Background: an optimization exercise with open tools, aiming at small area. Do not read the settings as production practice.
At most, simulation tests tie the RTL to the original design; equivalence was not proved.

==> flow/design.v <==
package pooling_pkg;
  typedef enum logic [2:0] {
    IDLE  = 3'd0,    
    ACC   = 3'd1,    
    FLUSH = 3'd2,    
    ROT   = 3'd3,    
    OUT   = 3'd4     
  } state_t;
endpackage
module pool_divider (
  input  logic       clk,
  input  logic [4:0] len,       
  input  logic [4:0] j,         
  input  logic       div_a,     
  input  logic       tap_a,     
  output logic       out_a,     
  output logic       inc_b      
);
  logic [3:0] rem_q, rem_in, rem_d;
  logic [4:0] t, p_q;
  logic       qa, q19_q;
  always_comb begin
    rem_in = (j == 5'd0) ? 4'd0 : rem_q;
    t      = {rem_in, tap_a};
    qa     = (t >= len);
    rem_d  = qa ? 4'(t - len) : t[3:0];
    out_a  = div_a ? qa : tap_a;
    inc_b  = !q19_q && (rem_q != 4'd0) && (j >= p_q);
  end
  always_ff @(posedge clk) begin
    if (div_a) begin
      rem_q <= rem_d;
      if (j == 5'd4) q19_q <= qa;
      if (!qa) p_q <= j;
    end
  end
endmodule
module pool_fa (
  input  logic a, b, c,
  output logic s, co
);
  assign s  = a ^ b ^ c;
  assign co = (a & b) | (c & (a ^ b));
endmodule
module pool_ha (
  input  logic a, b,
  output logic s, co
);
  assign s  = a ^ b;
  assign co = a & b;
endmodule
module pool_aoi222 (
  input  logic a1, b1, a2, b2, a3, b3,
  output logic y
);
  assign y = ~((a1 & b1) | (a2 & b2) | (a3 & b3));
endmodule
module pool_oai21 (
  input  logic a1, a2, b1,
  output logic y
);
  assign y = ~((a1 | a2) & b1);
endmodule
module pool_nand2 (
  input  logic a, b,
  output logic y
);
  assign y = ~(a & b);
endmodule
module pool_inv (
  input  logic a,
  output logic y
);
  assign y = ~a;
endmodule
module pool_and2 (
  input  logic a, b,
  output logic y
);
  assign y = a & b;
endmodule
module pool_nor2 (
  input  logic a, b,
  output logic y
);
  assign y = ~(a | b);
endmodule
module pooling_unit #(
  parameter  int IL       = 4,
  parameter  int FL       = 16,
  parameter  int CHANNELS = 4,
  parameter  int MAX_LEN  = 16,
  localparam int LEN_W    = $clog2(MAX_LEN + 1),
  localparam int DW       = IL + FL
) (
  input  logic                   clk,
  input  logic                   rst,
  input  logic                   start,
  input  logic                   mode,
  input  logic [LEN_W-1:0]       len_cfg,
  input  logic [CHANNELS*DW-1:0] in_data,
  input  logic                   in_valid,
  output logic                   in_ready,
  output logic [CHANNELS*DW-1:0] out_data,
  output logic                   out_valid,
  input  logic                   out_ready,
  output logic                   busy
);
  localparam int AW = 24;
  localparam int CW = 10;          
  pooling_pkg::state_t state_q;
  logic          mode_q;           
  logic [4:0]    len_q;
  logic [4:0]    j_q;              
  logic [3:0]    k_q;              
  logic [AW-1:0] p_q [4];
  logic [3:0]    c1_q;             
  logic [4:0]    len_c, j_inc;
  logic          beat, first, last_beat, shift, clr, flush, lane_end;
  logic          s_sum_lo, s_sum_hi;
  logic [3:0]    s_u;
  logic          div_a, act_b, out_a, inc_b, tail;
  assign len_c = (len_cfg > 5'd16) ? 5'd16 : len_cfg;
  assign in_ready  = (state_q == pooling_pkg::ACC);
  assign out_valid = (state_q == pooling_pkg::OUT);
  assign busy      = (state_q != pooling_pkg::IDLE);
  assign j_inc     = j_q + 5'd1;
  assign beat      = (state_q == pooling_pkg::ACC) && in_valid;
  assign first     = (j_q == 5'd0);
  assign last_beat = beat && (j_inc == len_q);
  assign flush     = (state_q == pooling_pkg::FLUSH);
  assign shift     = (state_q == pooling_pkg::ROT);
  assign clr       = (state_q == pooling_pkg::IDLE);
  assign lane_end  = (j_q == 5'd23);
  assign s_sum_lo  = beat && !mode_q;
  assign s_sum_hi  = s_sum_lo || flush;
  assign div_a = !mode_q && (k_q[0] == k_q[2]) && !k_q[3];
  assign act_b = k_q[3] || (k_q[0] && !k_q[2]) || (!k_q[0] && k_q[1] && k_q[2]);
  pool_divider u_div (
    .clk   (clk),
    .len   (len_q),
    .j     (j_q),
    .div_a (div_a),
    .tap_a (p_q[2][AW-1]),
    .out_a (out_a),
    .inc_b (inc_b)
  );
  assign tail = p_q[3][AW-1] ^ (act_b && ((mode_q || inc_b) ^ (j_q == 5'd4)));
  for (genvar g = 0; g < 4; g++) begin : g_lane
    localparam int IN_LANE = (g + 1) % 4;
    logic [DW-1:0]    x;           
    logic [DW-1:0]    u;           
    logic [DW:0]      cy;
    logic [AW-1:0]    sum;
    logic [AW:DW]     cu;
    logic [AW-1:0]    prev, d, y;
    logic             cl, ch, eq_h, take, ns_u, s_hold_lo, s_hold_hi;
    assign x = in_data[IN_LANE*DW +: DW];
    assign u[CW-1:0] = x[CW-1:0];
    for (genvar b = CW; b < DW - 1; b++) begin : g_gate
      pool_and2 u_and (.a(x[b]), .b(!flush), .y(u[b]));
    end
    pool_nor2 u_nor19 (.a(x[DW-1]), .b(flush), .y(u[DW-1]));
    assign cy[0]  = 1'b0;
    assign cy[CW] = c1_q[g];
    for (genvar b = 0; b < DW; b++) begin : g_add
      if (b == 0) begin : g_ha0
        pool_ha u_ha (.a(p_q[g][b]), .b(u[b]), .s(sum[b]), .co(cy[b+1]));
      end else if (b == CW - 1) begin : g_fa9
        pool_fa u_fa (.a(p_q[g][b]), .b(u[b]), .c(cy[b]), .s(sum[b]), .co(cl));
      end else begin : g_fa
        pool_fa u_fa (.a(p_q[g][b]), .b(u[b]), .c(cy[b]), .s(sum[b]), .co(cy[b+1]));
      end
    end
    assign ch = cy[DW];
    assign cu[DW] = ch;
    for (genvar b = DW; b < AW; b++) begin : g_inc
      pool_ha u_ha (.a(p_q[g][b]), .b(cu[b]), .s(sum[b]), .co(cu[b+1]));
    end
    assign eq_h = &sum[DW-1:CW];
    assign take = first || ch || (eq_h && cl);
    assign s_u[g]    = beat && mode_q && take;
    assign ns_u      = !s_u[g];
    assign s_hold_lo = !clr && !shift && !s_sum_lo && !s_u[g];
    assign s_hold_hi = !clr && !shift && !s_sum_hi && !s_u[g];
    if (g == 0) begin : g_first
      assign prev = {p_q[g][AW-2:0], tail};
    end else if (g == 3) begin : g_head
      assign prev = {p_q[g][AW-2:0], out_a};
    end else begin : g_mid
      assign prev = {p_q[g][AW-2:0], p_q[g-1][AW-1]};
    end
    for (genvar b = 0; b < AW; b++) begin : g_mux
      if (b < CW) begin : g_lo
        pool_aoi222 u_aoi (.a1(s_hold_lo), .b1(p_q[g][b]), .a2(s_sum_lo), .b2(sum[b]),
                           .a3(shift), .b3(prev[b]), .y(y[b]));
      end else begin : g_hi
        pool_aoi222 u_aoi (.a1(s_hold_hi), .b1(p_q[g][b]), .a2(s_sum_hi), .b2(sum[b]),
                           .a3(shift), .b3(prev[b]), .y(y[b]));
      end
      if (b < DW - 1) begin : g_o
        pool_oai21 u_oai (.a1(ns_u), .a2(x[b]), .b1(y[b]), .y(d[b]));
      end else if (b == DW - 1) begin : g_n
        logic t;
        pool_nand2 u_n0 (.a(s_u[g]), .b(x[b]), .y(t));
        pool_nand2 u_n1 (.a(y[b]), .b(t), .y(d[b]));
      end else begin : g_i
        pool_inv u_i (.a(y[b]), .y(d[b]));
      end
    end
    always_ff @(posedge clk) begin
      p_q[g] <= d;
      if (clr || flush) c1_q[g] <= 1'b0;
      else if (s_sum_lo) c1_q[g] <= cl;
    end
    assign out_data[g*DW +: DW] = p_q[g][DW-1:0];
  end
  always_ff @(posedge clk) begin
    if (rst) begin
      state_q <= pooling_pkg::IDLE;
    end else begin
      case (state_q)
        pooling_pkg::IDLE:  if (start) state_q <= (len_c == 5'd0) ? pooling_pkg::OUT : pooling_pkg::ACC;
        pooling_pkg::ACC:   if (last_beat) state_q <= pooling_pkg::FLUSH;
        pooling_pkg::FLUSH: state_q <= pooling_pkg::ROT;
        pooling_pkg::ROT:   if (lane_end && k_q[3]) state_q <= pooling_pkg::OUT;
        pooling_pkg::OUT:   if (out_ready) state_q <= pooling_pkg::IDLE;
        default:            state_q <= pooling_pkg::IDLE;
      endcase
    end
  end
  always_ff @(posedge clk) begin
    if (clr) begin
      mode_q <= mode;
      len_q  <= len_c;
      j_q    <= 5'd0;
    end else if (beat || shift) begin
      j_q <= (last_beat || lane_end) ? 5'd0 : j_inc;
    end
    if (flush) k_q <= 4'd0;
    else if (lane_end) k_q <= k_q + 4'd1;
  end
endmodule
clock: 6.0 ns
lec_check: 0
cap_margin: 20
core_margin: 2
core_utilization: 40
cts_buf_list: sky130_fd_sc_hd__clkbuf_8
cts_cluster_size: 40
slew_margin: 20
synth_hierarchical: 1
synth_minimum_keep_size: 0
standard.sh (not shown) runs the stock make flow with config.mk's settings and CLKGATE_MAP_FILE= SYNTH_SCRIPT=/design/flow/synth_recipe.tcl, a recipe that flattens the netlist after the stock synthesis.
==> flow/flow/run.sh <==
#!/bin/bash
# Layout flow: the standard ORFS flow (standard.sh, unchanged synthesis
# and steps), except that the port buffers that global placement inserts
# are the smallest buffer cell, sky130_fd_sc_hd__buf_1, instead of the
# default pick. Every input and output port still gets its buffer.
set -o pipefail
export BUFFER_PORTS_ARGS="-buffer_cell sky130_fd_sc_hd__buf_1"
bash standard.sh > standard.log 2>&1
The first run finished but fails on setup timing.
Next try:
--- a/flow/design.v
+++ b/flow/design.v
@@ -15,18 +15,20 @@
   input  logic       tap_a,     
   output logic       out_a,     
   output logic       inc_b      
 );
   logic [3:0] rem_q, rem_in, rem_d;
   logic [4:0] t, p_q;
+  logic [5:0] diff;
   logic       qa, q19_q;
   always_comb begin
     rem_in = (j == 5'd0) ? 4'd0 : rem_q;
     t      = {rem_in, tap_a};
-    qa     = (t >= len);
-    rem_d  = qa ? 4'(t - len) : t[3:0];
+    diff   = {1'b0, t} - {1'b0, len};
+    qa     = !diff[5];
+    rem_d  = qa ? diff[3:0] : t[3:0];
     out_a  = div_a ? qa : tap_a;
     inc_b  = !q19_q && (rem_q != 4'd0) && (j >= p_q);
   end
   always_ff @(posedge clk) begin
     if (div_a) begin
       rem_q <= rem_d;
@@ -81,12 +83,18 @@
 endmodule
 module pool_nor2 (
   input  logic a, b,
   output logic y
 );
   assign y = ~(a | b);
+endmodule
+module pool_xor2 (
+  input  logic a, b,
+  output logic y
+);
+  assign y = a ^ b;
 endmodule
 module pooling_unit #(
   parameter  int IL       = 4,
   parameter  int FL       = 16,
   parameter  int CHANNELS = 4,
   parameter  int MAX_LEN  = 16,
@@ -104,13 +112,13 @@
   output logic [CHANNELS*DW-1:0] out_data,
   output logic                   out_valid,
   input  logic                   out_ready,
   output logic                   busy
 );
   localparam int AW = 24;
-  localparam int CW = 10;          
+  localparam int CW = 11;          
   pooling_pkg::state_t state_q;
   logic          mode_q;           
   logic [4:0]    len_q;
   logic [4:0]    j_q;              
   logic [3:0]    k_q;              
   logic [AW-1:0] p_q [4];
@@ -149,13 +157,13 @@
   for (genvar g = 0; g < 4; g++) begin : g_lane
     localparam int IN_LANE = (g + 1) % 4;
     logic [DW-1:0]    x;           
     logic [DW-1:0]    u;           
     logic [DW:0]      cy;
     logic [AW-1:0]    sum;
-    logic [AW:DW]     cu;
+    logic [AW-1:DW]   cu;
     logic [AW-1:0]    prev, d, y;
     logic             cl, ch, eq_h, take, ns_u, s_hold_lo, s_hold_hi;
     assign x = in_data[IN_LANE*DW +: DW];
     assign u[CW-1:0] = x[CW-1:0];
     for (genvar b = CW; b < DW - 1; b++) begin : g_gate
       pool_and2 u_and (.a(x[b]), .b(!flush), .y(u[b]));
@@ -163,23 +171,24 @@
     pool_nor2 u_nor19 (.a(x[DW-1]), .b(flush), .y(u[DW-1]));
     assign cy[0]  = 1'b0;
     assign cy[CW] = c1_q[g];
     for (genvar b = 0; b < DW; b++) begin : g_add
       if (b == 0) begin : g_ha0
         pool_ha u_ha (.a(p_q[g][b]), .b(u[b]), .s(sum[b]), .co(cy[b+1]));
-      end else if (b == CW - 1) begin : g_fa9
+      end else if (b == CW - 1) begin : g_fa_top
         pool_fa u_fa (.a(p_q[g][b]), .b(u[b]), .c(cy[b]), .s(sum[b]), .co(cl));
       end else begin : g_fa
         pool_fa u_fa (.a(p_q[g][b]), .b(u[b]), .c(cy[b]), .s(sum[b]), .co(cy[b+1]));
       end
     end
     assign ch = cy[DW];
     assign cu[DW] = ch;
-    for (genvar b = DW; b < AW; b++) begin : g_inc
+    for (genvar b = DW; b < AW - 1; b++) begin : g_inc
       pool_ha u_ha (.a(p_q[g][b]), .b(cu[b]), .s(sum[b]), .co(cu[b+1]));
     end
+    pool_xor2 u_x23 (.a(p_q[g][AW-1]), .b(cu[AW-1]), .y(sum[AW-1]));
     assign eq_h = &sum[DW-1:CW];
     assign take = first || ch || (eq_h && cl);
     assign s_u[g]    = beat && mode_q && take;
     assign ns_u      = !s_u[g];
     assign s_hold_lo = !clr && !shift && !s_sum_lo && !s_u[g];
     assign s_hold_hi = !clr && !shift && !s_sum_hi && !s_u[g];
The new run ran to the end with no violations. Core utilization stays flat. Routed wire length came out lower by a few percent. Via count fell by a few percent. Setup slack improves by 130 ps. Clock-buffer cell count falls by 4.
For the first run of this note, only the layout was checked, not whether the RTL still works.

port drivers added, routing unchanged:
How much do the figures lean on ideal ports? The routed layouts below were timed once more, with nothing changed but the port constraints.
Step 1 (the two cells are an assumption about what drives the block):
set clk [get_ports {clk}]
set_driving_cell -lib_cell sky130_fd_sc_hd__clkbuf_16 $clk
set_driving_cell -lib_cell sky130_fd_sc_hd__buf_2 [delete_from_list [all_inputs] $clk]
Step 2 adds t to the input delays and takes it off the output delays; t is the mean of the earliest and latest rising clock arrival at the registers after step 1. Input paths then give back, and output paths get back, about the clock's delay inside the block.
Three values: ideal ports, drivers, drivers and shift; two values: the first two.
run | t (ns) | setup slack, ns | hold WS [ns] | slew at the worst register clock pin (ns) | worst slew at a driven data input, ns
the first run | 0.484 | -0.011 / -0.013 / -0.497 | 0.507 / 0.507 / 0.507 | 0.08 / 0.08 | 0.06
the second run | 0.477 | 0.118 / 0.117 / -0.360 | 0.508 / 0.508 / 0.508 | 0.09 / 0.09 | 0.07
With both steps, setup timing fails in the second run, where it was met with ideal ports. The setup slack of the first run, which loses most, moves by -0.002 ns with the drivers and by -0.486 ns with both steps.
